Source: an optimization exercise on an open RTL-to-GDS flow (aim: small area and few clock cycles per item). Production flows keep margins and buffers that such runs may drop.
The RTL was checked by simulation tests, not by an equivalence proof against the original design.

==> flow/design.v (excerpt) <==
module event_countdown_calc_core (
  input  logic                   clk,
  input  logic                   rst_n,
  input  logic                   start,
  output logic                   busy,
  input  ecc_pkg::year_t         in_now_year,
  input  ecc_pkg::month_t        in_now_month,
  input  ecc_pkg::day_t          in_now_day,
  input  ecc_pkg::hour_t         in_now_hour,
  input  ecc_pkg::min_t          in_now_minute,
  input  ecc_pkg::sec_t          in_now_second,
  output logic                   out_valid,
  output ecc_pkg::days_t         out_days_left,
  output ecc_pkg::hour_t         out_hours_left,
  output ecc_pkg::min_t          out_minutes_left,
  output ecc_pkg::sec_t          out_seconds_left,
  output logic                   out_event_passed,
  input  logic                   cfg_valid,
  output logic                   cfg_ready,
  input  logic [ecc_pkg::CIDX_W-1:0] cfg_index,
  input  logic [ecc_pkg::CDAT_W-1:0] cfg_data
);
  ecc_pkg::year_t  ev_year_n;
  ecc_pkg::month_t ev_month_n;
  ecc_pkg::day_t   ev_day_n;
  ecc_pkg::hour_t  ev_hour_n;
  ecc_pkg::min_t   ev_minute_n;
  logic [15:0]     dy;
  logic [11:0]     k;
  logic [4:0]      nv;
  ecc_pkg::month_t ev_month;
  logic            wr_r;
  logic [10:0]     pe_r;
  logic [4:0]      ve_r;
  ecc_pkg::hour_t  t_hours;
  ecc_pkg::min_t   t_minutes;
  ecc_pkg::sec_t   t_seconds;
  logic [1:0]      t_carry2;
  logic            v_r;
  logic [15:0]     dy_r;
  logic [11:0]     k_r;
  logic [4:0]      nv_r;
  logic [1:0]      carry2_r;
  ecc_pkg::hour_t  hours_r;
  ecc_pkg::min_t   minutes_r;
  ecc_pkg::sec_t   seconds_r;
  logic ne;
  logic [8:0] cn;
  logic [5:0] nq;
  logic [7:0] s_split;
  logic [7:0] tm;
  logic [6:0] th;
  logic [1:0] bs, bm1;
  logic s1_;
  logic c2_;
  logic s3_;
  logic c4_;
  logic s5_;
  logic c6_;
  logic s7_;
  logic c8_;
  logic s9_;
  logic c10_;
  logic s11_;
  logic c12_;
  logic s13_;
  logic c14_;
  logic s15_;
  logic c16_;
  logic s17_;
  logic c18_;
  logic s19_;
  logic c20_;
  logic s21_;
  logic c22_;
  logic s23_;
  ...
Size: roughly 670 cells after synthesis, about 98 I/O pins.
Settings: LEC_CHECK=0, ABC_AREA=1, CAP_MARGIN=20, CORE_MARGIN=2, CORE_UTILIZATION=40, CTS_BUF_LIST=sky130_fd_sc_hd__clkbuf_8, SLEW_MARGIN=20, SYNTH_HIERARCHICAL=1, SYNTH_MINIMUM_KEEP_SIZE=0; clock period 12.0 ns.
standard.sh (not shown) runs the stock make flow with config.mk's settings and CLKGATE_MAP_FILE= SYNTH_SCRIPT=/design/flow/synth_recipe.tcl, a recipe that flattens the netlist after the stock synthesis.
==> flow/flow/run.sh <==
#!/bin/bash
# The standard layout with two changes:
#  1. after the standard synthesis, the combinational logic between the
#     standard synthesis's registers and adder cells is re-mapped by ABC with
#     an area script (reopt.ys); registers, adder cells, ports and their
#     names are kept as they are;
#  2. the port buffers are plain sky130_fd_sc_hd__buf_1 cells
#     (buffer_ports -buffer_cell) instead of the delay cells buffer_ports
#     picks by default. Every port still gets a buffer.
set -euo pipefail
HERE=$(pwd)
PORTS="BUFFER_PORTS_ARGS=-buffer_cell sky130_fd_sc_hd__buf_1"
RES=$HERE/orfs/results/$FLOW_PLATFORM/event_countdown_calc_core/base
YOSYS=$FLOW_HOME/../tools/install/yosys/bin/yosys
bash standard.sh "$PORTS" "$RES/1_2_yosys.v" > standard_synth.log 2>&1
cp "$RES/1_2_yosys.v" "$HERE/standard_1_2_yosys.v"
sed -e "s#@LIB@#$FLOW_HOME/platforms/sky130hd/lib/sky130_fd_sc_hd__tt_025C_1v80.lib#g" \
    -e "s#@IN@#$HERE/standard_1_2_yosys.v#g" -e "s#@OUT@#$HERE/reopt_1_2_yosys.v#g" \
    -e "s#@ABC@#$HERE/flow/reopt.abc#g" -e "s#@TOP@#$FLOW_TOP#g" flow/reopt.ys > reopt_run.ys
"$YOSYS" -l reopt_yosys.log -q reopt_run.ys > reopt_stdout.log 2>&1
cp "$HERE/reopt_1_2_yosys.v" "$RES/1_2_yosys.v"
touch "$RES/1_2_yosys.v" "$RES/1_2_yosys.sdc"
bash standard.sh "$PORTS" finish > standard_flow.log 2>&1
==> flow/flow/reopt.ys <==
# Re-map the combinational logic of the standard synthesis with ABC.
# Registers, adder cells and tie cells stay as they are (black boxes).
read_liberty -ignore_miss_func @LIB@
setattr -mod -set blackbox 1 sky130_fd_sc_hd__dfxtp_1 sky130_fd_sc_hd__fa_1 sky130_fd_sc_hd__ha_1 sky130_fd_sc_hd__conb_1
read_verilog @IN@
hierarchy -top @TOP@
flatten
opt_clean -purge
abc -liberty @LIB@ -script @ABC@ -dont_use sky130_fd_sc_hd__lpflow_bleeder_1 -dont_use sky130_fd_sc_hd__lpflow_clkbufkapwr_1 -dont_use sky130_fd_sc_hd__lpflow_clkbufkapwr_16 -dont_use sky130_fd_sc_hd__lpflow_clkbufkapwr_2 -dont_use sky130_fd_sc_hd__lpflow_clkbufkapwr_4 -dont_use sky130_fd_sc_hd__lpflow_clkbufkapwr_8 -dont_use sky130_fd_sc_hd__lpflow_clkinvkapwr_1 -dont_use sky130_fd_sc_hd__lpflow_clkinvkapwr_16 -dont_use sky130_fd_sc_hd__lpflow_clkinvkapwr_2 -dont_use sky130_fd_sc_hd__lpflow_clkinvkapwr_4 -dont_use sky130_fd_sc_hd__lpflow_clkinvkapwr_8 -dont_use sky130_fd_sc_hd__lpflow_decapkapwr_12 -dont_use sky130_fd_sc_hd__lpflow_decapkapwr_3 -dont_use sky130_fd_sc_hd__lpflow_decapkapwr_4 -dont_use sky130_fd_sc_hd__lpflow_decapkapwr_6 -dont_use sky130_fd_sc_hd__lpflow_decapkapwr_8 -dont_use sky130_fd_sc_hd__lpflow_inputiso0n_1 -dont_use sky130_fd_sc_hd__lpflow_inputiso0p_1 -dont_use sky130_fd_sc_hd__lpflow_inputiso1n_1 -dont_use sky130_fd_sc_hd__lpflow_inputiso1p_1 -dont_use sky130_fd_sc_hd__lpflow_inputisolatch_1 -dont_use sky130_fd_sc_hd__lpflow_isobufsrc_1 -dont_use sky130_fd_sc_hd__lpflow_isobufsrc_16 -dont_use sky130_fd_sc_hd__lpflow_isobufsrc_2 -dont_use sky130_fd_sc_hd__lpflow_isobufsrc_4 -dont_use sky130_fd_sc_hd__lpflow_isobufsrc_8 -dont_use sky130_fd_sc_hd__lpflow_isobufsrckapwr_16 -dont_use sky130_fd_sc_hd__lpflow_lsbuf_lh_hl_isowell_tap_1 -dont_use sky130_fd_sc_hd__lpflow_lsbuf_lh_hl_isowell_tap_2 -dont_use sky130_fd_sc_hd__lpflow_lsbuf_lh_hl_isowell_tap_4 -dont_use sky130_fd_sc_hd__lpflow_lsbuf_lh_isowell_4 -dont_use sky130_fd_sc_hd__lpflow_lsbuf_lh_isowell_tap_1 -dont_use sky130_fd_sc_hd__lpflow_lsbuf_lh_isowell_tap_2 -dont_use sky130_fd_sc_hd__lpflow_lsbuf_lh_isowell_tap_4 -dont_use sky130_fd_sc_hd__probe_p_8 -dont_use sky130_fd_sc_hd__probec_p_8 
# define the mapped cells (as black boxes) so later passes know their pin directions
read_liberty -lib -ignore_redef @LIB@
opt_clean -purge
hilomap -singleton -hicell sky130_fd_sc_hd__conb_1 HI -locell sky130_fd_sc_hd__conb_1 LO
splitnets
opt_clean -purge
check -assert
stat -liberty @LIB@
write_verilog -noattr -noexpr -nohex -nodec @OUT@
Other scripts of this flow, unchanged in this note and not shown: flow/flow/reopt.abc
The baseline completed with no timing, DRC or antenna violations.
Testbench counts at the start, summed over its fixed seeds: cycles 16,200, items 16,000.
Edit:
--- a/flow/flow/run.sh
+++ b/flow/flow/run.sh
@@ -3,4 +3,4 @@
 #  1. after the standard synthesis, the combinational logic between the
-#     standard synthesis's registers and adder cells is re-mapped by ABC with
-#     an area script (reopt.ys); registers, adder cells, ports and their
+#     standard synthesis's registers and full adder cells is re-mapped by ABC with
+#     an area script (reopt.ys); registers, full adder cells, ports and their
 #     names are kept as they are;
--- a/flow/flow/reopt.ys
+++ b/flow/flow/reopt.ys
@@ -1,5 +1,6 @@
 # Re-map the combinational logic of the standard synthesis with ABC.
-# Registers, adder cells and tie cells stay as they are (black boxes).
+# Registers, full adder cells and tie cells stay as they are (black boxes);
+# half adder cells are re-mapped with the rest.
 read_liberty -ignore_miss_func @LIB@
-setattr -mod -set blackbox 1 sky130_fd_sc_hd__dfxtp_1 sky130_fd_sc_hd__fa_1 sky130_fd_sc_hd__ha_1 sky130_fd_sc_hd__conb_1
+setattr -mod -set blackbox 1 sky130_fd_sc_hd__dfxtp_1 sky130_fd_sc_hd__fa_1 sky130_fd_sc_hd__conb_1
 read_verilog @IN@
CTS_CLUSTER_DIAMETER = 150   (was unset)
CTS_CLUSTER_SIZE = 40   (was unset)
Result:
- worst hold slack degrades by 13 ps
- via count rose by 3.8%
- maximum frequency rose by 2.5%
- worst setup slack improves by 250 ps
Edit:
CTS_CLUSTER_DIAMETER = unset   (was 150)
CTS_CLUSTER_SIZE = unset   (was 40)
What happened:
- core utilization is unchanged
- cell area is unchanged
- clock-buffer cell count does not change
- worst setup slack stays the same


Another version of the RTL of event_countdown_calc_core (not shown whole).
Size: about 820 cells after synthesis, about 100 flip-flops, ~98 I/O pins, roughly 7800 um2 of cells after synthesis.
clock: 12.0 ns
lec_check: 0
abc_area: 1
cap_margin: 20
core_margin: 2
core_utilization: 40
slew_margin: 20
synth_hierarchical: 1
synth_minimum_keep_size: 0
run.sh (not shown) runs the stock make flow with config.mk's settings and CLKGATE_MAP_FILE= SYNTH_SCRIPT=/design/flow/synth_recipe.tcl, a recipe that flattens the netlist after the stock synthesis.
Stock flow here: none of the scripts above is used.
Testbench counts at the start, summed over its fixed seeds: cycles 16,200, items 16,000.
Then changed:
==> flow/flow/run.sh (new file) <==
#!/bin/bash
# The standard layout, except that the port buffers are plain
# sky130_fd_sc_hd__buf_1 cells (buffer_ports -buffer_cell) instead of the
# delay cells buffer_ports picks by default. Every port still gets a buffer.
set -euo pipefail
bash standard.sh "BUFFER_PORTS_ARGS=-buffer_cell sky130_fd_sc_hd__buf_1" finish > standard_flow.log 2>&1
==> flow/standard.sh (new file) <==
#!/bin/bash
# synth_recipe.tcl (not shown) runs the flow's synth.tcl, then flattens the netlist and writes it again
# the make line also repeats each setting of config.mk as NAME=value (left out here)
make -C /OpenROAD-flow-scripts/flow DESIGN_CONFIG=/design/flow/config.mk WORK_HOME=/design/flow/orfs CLKGATE_MAP_FILE= SYNTH_SCRIPT=/design/flow/synth_recipe.tcl "${@:-finish}"
removed: flow/run.sh
The new run completed with no timing, DRC or antenna violations.
Synthesized cell count stays the same.
Hold slack is about the same.


== lane 1 ==
Another version of the RTL of event_countdown_calc_core (not shown whole).
Size in the first run: about 700 cells after synthesis, about 98 I/O pins.
clock: 12.0 ns
lec_check: 0
abc_area: 1
cap_margin: 20
core_margin: 2
core_utilization: 70
cts_buf_list: sky130_fd_sc_hd__clkbuf_8
slew_margin: 20
synth_hierarchical: 1
synth_minimum_keep_size: 0
standard.sh (not shown) runs the stock make flow with config.mk's settings and CLKGATE_MAP_FILE= SYNTH_SCRIPT=/design/flow/synth_recipe.tcl, a recipe that flattens the netlist after the stock synthesis.
==> flow/flow/run.sh <==
#!/bin/bash
# The standard layout with two changes:
#  1. after the standard synthesis, the combinational logic between the
#     standard synthesis's registers and full adder cells is re-mapped by ABC
#     with an area script (reopt.ys, reopt.abc); registers, full adder cells,
#     ports and their names are kept as they are. If the re-mapped netlist
#     looks wrong (too few logic cells) the standard netlist is used as is;
#  2. the port buffers are plain sky130_fd_sc_hd__buf_1 cells
#     (buffer_ports -buffer_cell) instead of the delay cells buffer_ports
#     picks by default. Every port still gets a buffer.
set -euo pipefail
HERE=$(pwd)
PORTS="BUFFER_PORTS_ARGS=-buffer_cell sky130_fd_sc_hd__buf_1"
RES=$HERE/orfs/results/$FLOW_PLATFORM/event_countdown_calc_core/base
YOSYS=$FLOW_HOME/../tools/install/yosys/bin/yosys
bash standard.sh "$PORTS" "$RES/1_2_yosys.v" > standard_synth.log 2>&1
cp "$RES/1_2_yosys.v" "$HERE/standard_1_2_yosys.v"
sed -e "s#@LIB@#$FLOW_HOME/platforms/sky130hd/lib/sky130_fd_sc_hd__tt_025C_1v80.lib#g" \
    -e "s#@IN@#$HERE/standard_1_2_yosys.v#g" -e "s#@OUT@#$HERE/reopt_1_2_yosys.v#g" \
    -e "s#@ABC@#$HERE/flow/reopt.abc#g" -e "s#@TOP@#$FLOW_TOP#g" flow/reopt.ys > reopt_run.ys
# count the logic cells other than registers and full adders
logic_cells() { grep -E '^ *sky130_fd_sc_hd__' "$1" | grep -vcE 'sky130_fd_sc_hd__(dfxtp|fa)_' || true; }
if "$YOSYS" -l reopt_yosys.log -q reopt_run.ys > reopt_stdout.log 2>&1; then
  std=$(logic_cells "$HERE/standard_1_2_yosys.v")
  new=$(logic_cells "$HERE/reopt_1_2_yosys.v")
  echo "logic cells: standard $std, re-mapped $new" > reopt_check.log
  if (( new * 2 >= std )); then
    cp "$HERE/reopt_1_2_yosys.v" "$RES/1_2_yosys.v"
  else
    echo "re-mapped netlist refused, standard netlist kept" >> reopt_check.log
  fi
else
  echo "re-mapping failed, standard netlist kept" > reopt_check.log
fi
touch "$RES/1_2_yosys.v" "$RES/1_2_yosys.sdc"
bash standard.sh "$PORTS" finish > standard_flow.log 2>&1
Other scripts of this flow, unchanged in this note and not shown: flow/flow/reopt.abc, flow/flow/reopt.ys
Lane 1 closes out successfully: all stages finished, all timing, DRC and antenna checks passed.
Testbench counts of lane 1, summed over its fixed seeds: cycles 16,232, items 16,000.
Here is what was changed in the inputs of lane 2 compared with lane 1.
Settings: CORE_UTILIZATION changed from 70 to 65.
Lane 2 against lane 1: post-layout minimum cycle time moved down; design area level; hold slack moved down. Lane 1 → lane 2: routed via count has remained practically unchanged; share of cells above drive strength 1 has remained practically unchanged; count of placed standard cells including taps has increased; critical-path maximum fanout has increased.


event_countdown_calc_core, a different RTL version from the one above (not shown whole).
Size in the first run: about 700 cells after synthesis, about 98 I/O pins, about 0.0067 mm^2 of cells after synthesis.
// event_countdown_calc_core
module event_countdown_calc_core (
  input  logic                   clk,
  input  logic                   rst_n,
  input  logic                   start,
  output logic                   busy,
  input  ecc_pkg::year_t         in_now_year,
  input  ecc_pkg::month_t        in_now_month,
  input  ecc_pkg::day_t          in_now_day,
  input  ecc_pkg::hour_t         in_now_hour,
  input  ecc_pkg::min_t          in_now_minute,
  input  ecc_pkg::sec_t          in_now_second,
  output logic                   out_valid,
  output ecc_pkg::days_t         out_days_left,
  output ecc_pkg::hour_t         out_hours_left,
  output ecc_pkg::min_t          out_minutes_left,
  output ecc_pkg::sec_t          out_seconds_left,
  output logic                   out_event_passed,
  input  logic                   cfg_valid,
  output logic                   cfg_ready,
  input  logic [ecc_pkg::CIDX_W-1:0] cfg_index,
  input  logic [ecc_pkg::CDAT_W-1:0] cfg_data
);
Settings: LEC_CHECK=0, ABC_AREA=1, CAP_MARGIN=20, CORE_MARGIN=2, CORE_UTILIZATION=65, CTS_BUF_LIST=sky130_fd_sc_hd__clkbuf_8, SLEW_MARGIN=20, SYNTH_HIERARCHICAL=1, SYNTH_MINIMUM_KEEP_SIZE=0; clock period 12.0 ns.
==> flow/flow/run.sh <==
#!/bin/bash
# The standard layout with two changes:
#  1. after the standard synthesis, the combinational logic between the
#     standard synthesis's registers and full adder cells is re-mapped by ABC
#     with an area script (reopt.ys, reopt.abc); registers, full adder cells,
#     ports and their names are kept as they are. If the re-mapped netlist
#     looks wrong (too few logic cells) the standard netlist is used as is;
#  2. the port buffers are plain sky130_fd_sc_hd__buf_1 cells
#     (buffer_ports -buffer_cell) instead of the delay cells buffer_ports
#     picks by default. Every port still gets a buffer.
set -euo pipefail
HERE=$(pwd)
PORTS="BUFFER_PORTS_ARGS=-buffer_cell sky130_fd_sc_hd__buf_1"
RES=$HERE/orfs/results/$FLOW_PLATFORM/event_countdown_calc_core/base
YOSYS=$FLOW_HOME/../tools/install/yosys/bin/yosys
bash standard.sh "$PORTS" "$RES/1_2_yosys.v" > standard_synth.log 2>&1
cp "$RES/1_2_yosys.v" "$HERE/standard_1_2_yosys.v"
sed -e "s#@LIB@#$FLOW_HOME/platforms/sky130hd/lib/sky130_fd_sc_hd__tt_025C_1v80.lib#g" \
    -e "s#@IN@#$HERE/standard_1_2_yosys.v#g" -e "s#@OUT@#$HERE/reopt_1_2_yosys.v#g" \
    -e "s#@ABC@#$HERE/flow/reopt.abc#g" -e "s#@TOP@#$FLOW_TOP#g" flow/reopt.ys > reopt_run.ys
# count the logic cells other than registers and full adders
logic_cells() { grep -E '^ *sky130_fd_sc_hd__' "$1" | grep -vcE 'sky130_fd_sc_hd__(dfxtp|fa)_' || true; }
if "$YOSYS" -l reopt_yosys.log -q reopt_run.ys > reopt_stdout.log 2>&1; then
  std=$(logic_cells "$HERE/standard_1_2_yosys.v")
  new=$(logic_cells "$HERE/reopt_1_2_yosys.v")
  echo "logic cells: standard $std, re-mapped $new" > reopt_check.log
  if (( new * 2 >= std )); then
    cp "$HERE/reopt_1_2_yosys.v" "$RES/1_2_yosys.v"
  else
    echo "re-mapped netlist refused, standard netlist kept" >> reopt_check.log
  fi
else
  echo "re-mapping failed, standard netlist kept" > reopt_check.log
fi
touch "$RES/1_2_yosys.v" "$RES/1_2_yosys.sdc"
bash standard.sh "$PORTS" "CTS_ARGS=-repair_clock_nets -buf_list sky130_fd_sc_hd__clkbuf_8 -root_buf sky130_fd_sc_hd__clkbuf_16" finish > standard_flow.log 2>&1
==> flow/flow/reopt.abc <==
strash
dch
amap
mfs2
strash
dch
amap
mfs2
strash
dch
amap
topo
Other scripts of this flow, unchanged in this note and not shown: flow/flow/reopt.ys
Testbench counts at the start, summed over its fixed seeds: cycles 16,232, items 16,000.
Edit:
==> flow/flow/run.sh (replaced) <==
#!/bin/bash
# The standard layout with two changes:
#  1. after the standard synthesis, the combinational logic between the
#     standard synthesis's registers and full adder cells is re-mapped by ABC with
#     an area script (reopt.ys); registers, full adder cells, ports and their
#     names are kept as they are;
#  2. the port buffers are plain sky130_fd_sc_hd__buf_1 cells
#     (buffer_ports -buffer_cell) instead of the delay cells buffer_ports
#     picks by default. Every port still gets a buffer.
set -euo pipefail
HERE=$(pwd)
PORTS="BUFFER_PORTS_ARGS=-buffer_cell sky130_fd_sc_hd__buf_1"
RES=$HERE/orfs/results/$FLOW_PLATFORM/event_countdown_calc_core/base
YOSYS=$FLOW_HOME/../tools/install/yosys/bin/yosys
bash standard.sh "$PORTS" "$RES/1_2_yosys.v" > standard_synth.log 2>&1
cp "$RES/1_2_yosys.v" "$HERE/standard_1_2_yosys.v"
sed -e "s#@LIB@#$FLOW_HOME/platforms/sky130hd/lib/sky130_fd_sc_hd__tt_025C_1v80.lib#g" \
    -e "s#@IN@#$HERE/standard_1_2_yosys.v#g" -e "s#@OUT@#$HERE/reopt_1_2_yosys.v#g" \
    -e "s#@ABC@#$HERE/flow/reopt.abc#g" -e "s#@TOP@#$FLOW_TOP#g" flow/reopt.ys > reopt_run.ys
"$YOSYS" -l reopt_yosys.log -q reopt_run.ys > reopt_stdout.log 2>&1
cp "$HERE/reopt_1_2_yosys.v" "$RES/1_2_yosys.v"
touch "$RES/1_2_yosys.v" "$RES/1_2_yosys.sdc"
bash standard.sh "$PORTS" finish > standard_flow.log 2>&1
==> flow/flow/reopt.abc (replaced) <==
strash
dch
map -a
mfs2
strash
dch
map -a
mfs2
strash
dch
map -a
topo
--- a/flow/config.mk
+++ b/flow/config.mk
@@ -10,3 +10,3 @@
 export CORE_MARGIN = 2
-export CORE_UTILIZATION = 65
+export CORE_UTILIZATION = 40
 export CTS_BUF_LIST = sky130_fd_sc_hd__clkbuf_8
The changed run finished with timing, DRC and antenna clean.
Routed wire length rises by about 1.8%.
Cell area is higher by 2.0%.
Die area is higher by 63%.
Clock-buffer cell count came out higher by 1.
Edit:
--- a/flow/flow/run.sh
+++ b/flow/flow/run.sh
@@ -3,5 +3,6 @@
 #  1. after the standard synthesis, the combinational logic between the
-#     standard synthesis's registers and full adder cells is re-mapped by ABC with
-#     an area script (reopt.ys); registers, full adder cells, ports and their
-#     names are kept as they are;
+#     standard synthesis's registers and full adder cells is re-mapped by ABC
+#     with an area script (reopt.ys, reopt.abc); registers, full adder cells,
+#     ports and their names are kept as they are. If the re-mapped netlist
+#     looks wrong (too few logic cells) the standard netlist is used as is;
 #  2. the port buffers are plain sky130_fd_sc_hd__buf_1 cells
@@ -19,4 +20,16 @@
     -e "s#@ABC@#$HERE/flow/reopt.abc#g" -e "s#@TOP@#$FLOW_TOP#g" flow/reopt.ys > reopt_run.ys
-"$YOSYS" -l reopt_yosys.log -q reopt_run.ys > reopt_stdout.log 2>&1
-cp "$HERE/reopt_1_2_yosys.v" "$RES/1_2_yosys.v"
+# count the logic cells other than registers and full adders
+logic_cells() { grep -E '^ *sky130_fd_sc_hd__' "$1" | grep -vcE 'sky130_fd_sc_hd__(dfxtp|fa)_' || true; }
+if "$YOSYS" -l reopt_yosys.log -q reopt_run.ys > reopt_stdout.log 2>&1; then
+  std=$(logic_cells "$HERE/standard_1_2_yosys.v")
+  new=$(logic_cells "$HERE/reopt_1_2_yosys.v")
+  echo "logic cells: standard $std, re-mapped $new" > reopt_check.log
+  if (( new * 2 >= std )); then
+    cp "$HERE/reopt_1_2_yosys.v" "$RES/1_2_yosys.v"
+  else
+    echo "re-mapped netlist refused, standard netlist kept" >> reopt_check.log
+  fi
+else
+  echo "re-mapping failed, standard netlist kept" > reopt_check.log
+fi
 touch "$RES/1_2_yosys.v" "$RES/1_2_yosys.sdc"
==> flow/flow/reopt.abc (replaced) <==
strash
dch
amap
mfs2
strash
dch
amap
mfs2
strash
dch
amap
topo
--- a/flow/config.mk
+++ b/flow/config.mk
@@ -10,3 +10,3 @@
 export CORE_MARGIN = 2
-export CORE_UTILIZATION = 40
+export CORE_UTILIZATION = 80
 export CTS_BUF_LIST = sky130_fd_sc_hd__clkbuf_8
The changed run produced a clean layout. Setup slack loses 0.99 ns. Critical path depth falls by 1. Non-clock buffer count rises by 2. Design area falls by 3.4%. First-iteration DRC count rises to 3.0 times its value.
Edit:
--- a/flow/config.mk
+++ b/flow/config.mk
@@ -10,3 +10,3 @@
 export CORE_MARGIN = 2
-export CORE_UTILIZATION = 80
+export CORE_UTILIZATION = 40
 export CTS_BUF_LIST = sky130_fd_sc_hd__clkbuf_8
The changed run finished with timing, DRC and antenna clean.
Final area increases by 2.5%.
Register-to-register slack improves by 0.61 ns.
Via count decreases by 18%.
Final cell count goes up by 13%.
Hold slack got worse by 0.010 ns.
Core utilization fell by 45 points.
First-iteration DRC count falls by 61%.
Area after synthesis does not change.
Worst setup slack gains 0.15 ns.

re-timing with driven ports:
Ports are ideal in the flow. The routed layouts listed here were re-timed in OpenROAD. Step 1 (the two cells are an assumption about what drives the block):
set clk [get_ports {clk}]
set_driving_cell -lib_cell sky130_fd_sc_hd__clkbuf_16 $clk
set_driving_cell -lib_cell sky130_fd_sc_hd__buf_2 [delete_from_list [all_inputs] $clk]
Step 2 moves the port delays by t, midway between the first and last clock arrival at a register: inputs arrive t later, outputs are due t later. That takes back most of the time a late clock gives input paths. Slacks: ideal ports / drivers / drivers and shift; pairs: ideal ports / drivers.
run | t, ns | setup WS [ns] | latest minus earliest clock arrival (ns)
the first run of note 1 | 0.409 | 1.608 / 1.574 / 1.602 | 0.017 / 0.017
the second run of note 1 | 0.413 | 1.862 / 1.828 / 2.242 | 0.011 / 0.011
the third run of note 1 | 0.413 | 1.862 / 1.828 / 2.242 | 0.011 / 0.011
the first run of note 2 | 0.386 | 1.707 / 1.665 / 1.355 | 0.011 / 0.011
the second run of note 2 | 0.392 | 1.992 / 1.950 / 1.805 | 0.010 / 0.011
lane 1 | 0.400 | 1.131 / 1.095 / 1.496 | 0.016 / 0.017
lane 2 | 0.403 | 1.307 / 1.273 / 1.677 | 0.012 / 0.013
the first run of note 4 | 0.385 | 1.286 / 1.244 / 1.629 | 0.008 / 0.007
the second run of note 4 | 0.413 | 1.887 / 1.851 / 2.265 | 0.008 / 0.009
the third run of note 4 | 0.420 | 0.895 / 0.856 / 1.277 | 0.018 / 0.019
the fourth run of note 4 | 0.410 | 1.043 / 1.005 / 1.416 | 0.015 / 0.015
After both steps setup and hold are still met in every run listed. The setup slack of the first run of note 2, which loses most, moves by -0.042 ns with the drivers and by -0.352 ns with both steps.
